Source: an optimization exercise on an open RTL-to-GDS flow (aim: small area and a short achievable clock period). Production flows keep margins and buffers that such runs may drop. Function was checked by simulation only, so behaviour that the tests miss may differ from the original. Power figures rest on the tool's default switching activity, not on a simulated workload.

==> flow/design.v <==
module relu_pool2x2 #(
    parameter int DATA_W = 32,
    parameter int MAX_W  = 64,
    parameter int CNT_W  = 10
) (
    input  logic              clk,
    input  logic              rst,
    input  logic              clear,
    input  logic [CNT_W-1:0]  map_w,
    input  logic [CNT_W-1:0]  map_h,
    input  logic              conv_ack,
    input  logic [DATA_W-1:0] conv_r,
    input  logic [DATA_W-1:0] conv_g,
    input  logic [DATA_W-1:0] conv_b,
    output logic [DATA_W-1:0] pool_out,
    output logic              pool_valid,
    output logic              frame_done,
    output logic              cfg_err
);
    localparam int VW = DATA_W - 1;    
    logic [4:0]    wcfg;       
    logic [8:0]    hcfg;       
    logic          w2;         
    logic [4:0]    sec;        
    logic [4:0]    secn;       
    logic [4:0]    cpair;      
    logic          codd;       
    logic [8:0]    rpair;      
    logic          rodd;       
    logic          gh;         
    logic          gt_tail;    
    logic          take;
    logic          cpair_last;
    logic          rpair_last;
    logic          shift;
    logic          cfg_bad;
    assign take       = conv_ack & ~clear & ~cfg_err;
    assign cpair_last = (cpair == wcfg);
    assign rpair_last = (rpair == hcfg);
    assign shift      = take & ~codd;
    assign cfg_bad  = map_w[0] | map_h[0]
                    | (map_w < CNT_W'(2)) | (map_h < CNT_W'(2))
                    | (map_w > CNT_W'(MAX_W));
    logic [VW-1:0] head;       
    logic          gq;         
    logic          sq;         
    logic [VW-1:0] uq;         
    logic [VW-1:0] xq;         
    logic [VW-1:0] tail;
    logic [VW-1:0] q1  [1];
    logic [VW-1:0] q2  [2];
    logic [VW-1:0] q4  [4];
    logic [VW-1:0] q8  [8];
    logic [VW-1:0] q15 [15];
    logic [VW-1:0] m1, m2, m4, m8, m15;
    assign m1  = ({VW{sec[0]}} & q1[0])   | ({VW{secn[0]}} & head);
    assign m2  = ({VW{sec[1]}} & q2[1])   | ({VW{secn[1]}} & m1);
    assign m4  = ({VW{sec[2]}} & q4[3])   | ({VW{secn[2]}} & m2);
    assign m8  = ({VW{sec[3]}} & q8[7])   | ({VW{secn[3]}} & m4);
    assign m15 = ({VW{sec[4]}} & q15[14]) | ({VW{secn[4]}} & m8);
    always_ff @(posedge clk) begin
        gq <= take & gt;
        sq <= sat;
        uq <= u[VW-1:0];
        xq <= take ? x : head;
    end
    assign head = gq ? (uq | {VW{sq}}) : xq;
    always_ff @(posedge clk) begin
        if (shift) begin
            q1[0] <= head;
            q2[0] <= m1;
            q2[1] <= q2[0];
            q4[0] <= m2;
            for (int i = 1; i < 4; i++) q4[i] <= q4[i-1];
            q8[0] <= m4;
            for (int i = 1; i < 8; i++) q8[i] <= q8[i-1];
            q15[0] <= m8;
            for (int i = 1; i < 15; i++) q15[i] <= q15[i-1];
            tail <= m15;
        end
    end
    logic [VW-1:0] x;
    assign x = ({VW{gh}} & head) | ({VW{gt_tail}} & tail);
    logic [31:0] ru, gu, bu, k1, c1;
    logic [32:0] k2, c2, a1, b1, xn;
    logic [33:0] u, v;
    logic        gt;
    logic        sat;
    assign ru = {~conv_r[DATA_W-1], conv_r[DATA_W-2:0]};
    assign gu = {~conv_g[DATA_W-1], conv_g[DATA_W-2:0]};
    assign bu = {~conv_b[DATA_W-1], conv_b[DATA_W-2:0]};
    assign k1 = ru ^ gu ^ bu;
    assign c1 = (ru & gu) | (ru & bu) | (gu & bu);
    assign u  = {2'b00, k1} + {1'b0, c1, 1'b0};
    assign a1 = {1'b0, k1};
    assign b1 = {c1, 1'b0};
    assign xn = {2'b00, ~x};
    assign k2 = a1 ^ b1 ^ xn;
    assign c2 = (a1 & b1) | (a1 & xn) | (b1 & xn);
    assign v  = {1'b0, k2} + {c2, 1'b0};
    assign gt  = v[33];
    assign sat = u[33];
    assign pool_out = {1'b0, head};
    logic [4:0] wnew;
    logic [4:0] snew;
    assign wnew = map_w[5:1] - 5'd1;
    assign snew = (wnew - 5'd1 >= 5'd15) ? {1'b1, 4'(wnew - 5'd16)} : {1'b0, 4'(wnew - 5'd1)};
    always_ff @(posedge clk) begin
        if (clear) begin
            wcfg <= wnew;
            hcfg <= map_h[9:1] - 9'd1;
            w2   <= (wnew == 5'd0);
            sec  <= snew;
            secn <= ~snew;
        end
    end
    always_ff @(posedge clk or posedge rst) begin
        if (rst) begin
            cfg_err <= 1'b1;
        end else if (clear) begin
            cfg_err <= cfg_bad;
        end
    end
    logic codd_n, rodd_n;
    always_comb begin
        codd_n = codd;
        rodd_n = rodd;
        if (clear) begin
            codd_n = 1'b0;
            rodd_n = 1'b0;
        end else if (take) begin
            codd_n = ~codd;
            if (codd && cpair_last) rodd_n = ~rodd;
        end
    end
    always_ff @(posedge clk) begin
        codd    <= codd_n;
        rodd    <= rodd_n;
        gh      <= codd_n | (rodd_n & w2);
        gt_tail <= ~codd_n & rodd_n & ~w2;
    end
    always_ff @(posedge clk) begin
        if (clear) begin
            cpair <= '0;
            rpair <= '0;
        end else if (take && codd) begin
            if (cpair_last) begin
                cpair <= '0;
                if (rodd) rpair <= rpair_last ? '0 : rpair + 9'd1;
            end else begin
                cpair <= cpair + 5'd1;
            end
        end
    end
    always_ff @(posedge clk or posedge rst) begin
        if (rst) begin
            pool_valid <= 1'b0;
            frame_done <= 1'b0;
        end else begin
            pool_valid <= take & codd & rodd;
            frame_done <= take & codd & rodd & cpair_last & rpair_last;
        end
    end
endmodule
clock: 11.0 ns
lec_check: 0
cap_margin: 20
core_margin: 2
core_utilization: 65
slew_margin: 20
standard.sh (not shown) runs the stock make flow with config.mk's settings and CLKGATE_MAP_FILE= SYNTH_SCRIPT=/design/flow/synth_recipe.tcl, a recipe that flattens the netlist after the stock synthesis.
==> flow/flow/run.sh <==
#!/bin/bash
# Own layout flow: the standard ORFS flow (standard.sh) with
#  - synthesis as standard.sh runs it, except that ABC maps the logic with a delay-driven
#    'map -D 1000' script (flow/abc_speed.script) in place of ORFS's abc_speed.script; the
#    registers are mapped before ABC runs, so they are the standard synthesis's,
#  - port buffers of a plain buffer cell (buf_2) instead of the default delay-cell choice,
#  - clock tree synthesis with clkbuf_8 clusters of up to 16 sinks within 50 um and no dummy loads,
#  - a tighter setup-repair target (SETUP_SLACK_MARGIN=7 at the design's 11 ns clock).
# Every tool's output goes to the ORFS logs under orfs/logs; make's own output to make.log.
set -euo pipefail
SD="$PWD/orfs_scripts"
rm -rf "$SD"
cp -r "$FLOW_HOME/scripts" "$SD"
cp flow/abc_speed.script "$SD/abc_speed.script"
export SCRIPTS_DIR="$SD"
export BUFFER_PORTS_ARGS="-buffer_cell sky130_fd_sc_hd__buf_2"
export CTS_ARGS="-sink_clustering_enable -repair_clock_nets -buf_list sky130_fd_sc_hd__clkbuf_8 -sink_clustering_size 16 -sink_clustering_max_diameter 50 -dont_use_dummy_load"
bash standard.sh SETUP_SLACK_MARGIN=7 finish > make.log 2>&1
==> flow/flow/abc_speed.script <==
strash
dch
map -D 1000
buffer -c
topo
stime -c
upsize -c
dnsize -c
The baseline went through all stages and came out clean.
==> next run, changes <==
--- a/flow/design.v
+++ b/flow/design.v
@@ -132,16 +132,26 @@
             codd_n = ~codd;
             if (codd && cpair_last) rodd_n = ~rodd;
         end
     end
-    always_ff @(posedge clk) begin
-        codd    <= codd_n;
-        rodd    <= rodd_n;
-        gh      <= codd_n | (rodd_n & w2);
-        gt_tail <= ~codd_n & rodd_n & ~w2;
+    always_ff @(posedge clk or posedge rst) begin
+        if (rst) begin
+            codd    <= 1'b0;
+            rodd    <= 1'b0;
+            gh      <= 1'b0;
+            gt_tail <= 1'b0;
+        end else begin
+            codd    <= codd_n;
+            rodd    <= rodd_n;
+            gh      <= codd_n | (rodd_n & w2);
+            gt_tail <= ~codd_n & rodd_n & ~w2;
+        end
     end
-    always_ff @(posedge clk) begin
-        if (clear) begin
+    always_ff @(posedge clk or posedge rst) begin
+        if (rst) begin
+            cpair <= '0;
+            rpair <= '0;
+        end else if (clear) begin
             cpair <= '0;
             rpair <= '0;
         end else if (take && codd) begin
             if (cpair_last) begin
Outcome: Clock-buffer cell count rose by 3. Final cell count rose by about 2.8%. Utilization rose by 0.96 points. Routed wire length fell by 0.48%. Setup slack gets better by 0.10 ns. Sequential power rose by about 2%. Synthesized area rose by 1.1%. First-iteration DRC count fell by about 10%. Worst hold slack gets worse by 0.0097 ns. Fmax rose by about 2.4%. Final area rose by about 3%. Flip-flop and latch count stays the same.

-- port drivers added, routing unchanged --
In the flow no input, the clock included, has a driving cell. The finished layouts below were timed again as built, in two steps. Step 1 assumes that a clkbuf_16 drives the clock port and a buf_2 every other input. Step 2, shift: input delay + t, output delay - t, t = (earliest + latest rising clock arrival at the registers) / 2. This alone moves slack from input paths to output paths. Slacks: ideal / step 1 / step 2; pairs: ideal / step 1.
run | t (ns) | slack for setup (ns) | worst hold slack (ns) | latest minus earliest clock arrival (ns) | pins driven straight from the clock port
the first run | 0.754 | 6.745 / 6.758 / 6.028 | 0.386 / 0.386 / 0.386 | 0.059 / 0.059 | 1
the second run | 0.746 | 6.845 / 6.866 / 6.120 | 0.377 / 0.377 / 0.377 | 0.084 / 0.084 | 1
After both steps setup and hold are still met in every run listed. For the second run, which loses most, drivers alone change the setup slack by +0.021 ns; drivers and shift together by -0.725 ns.
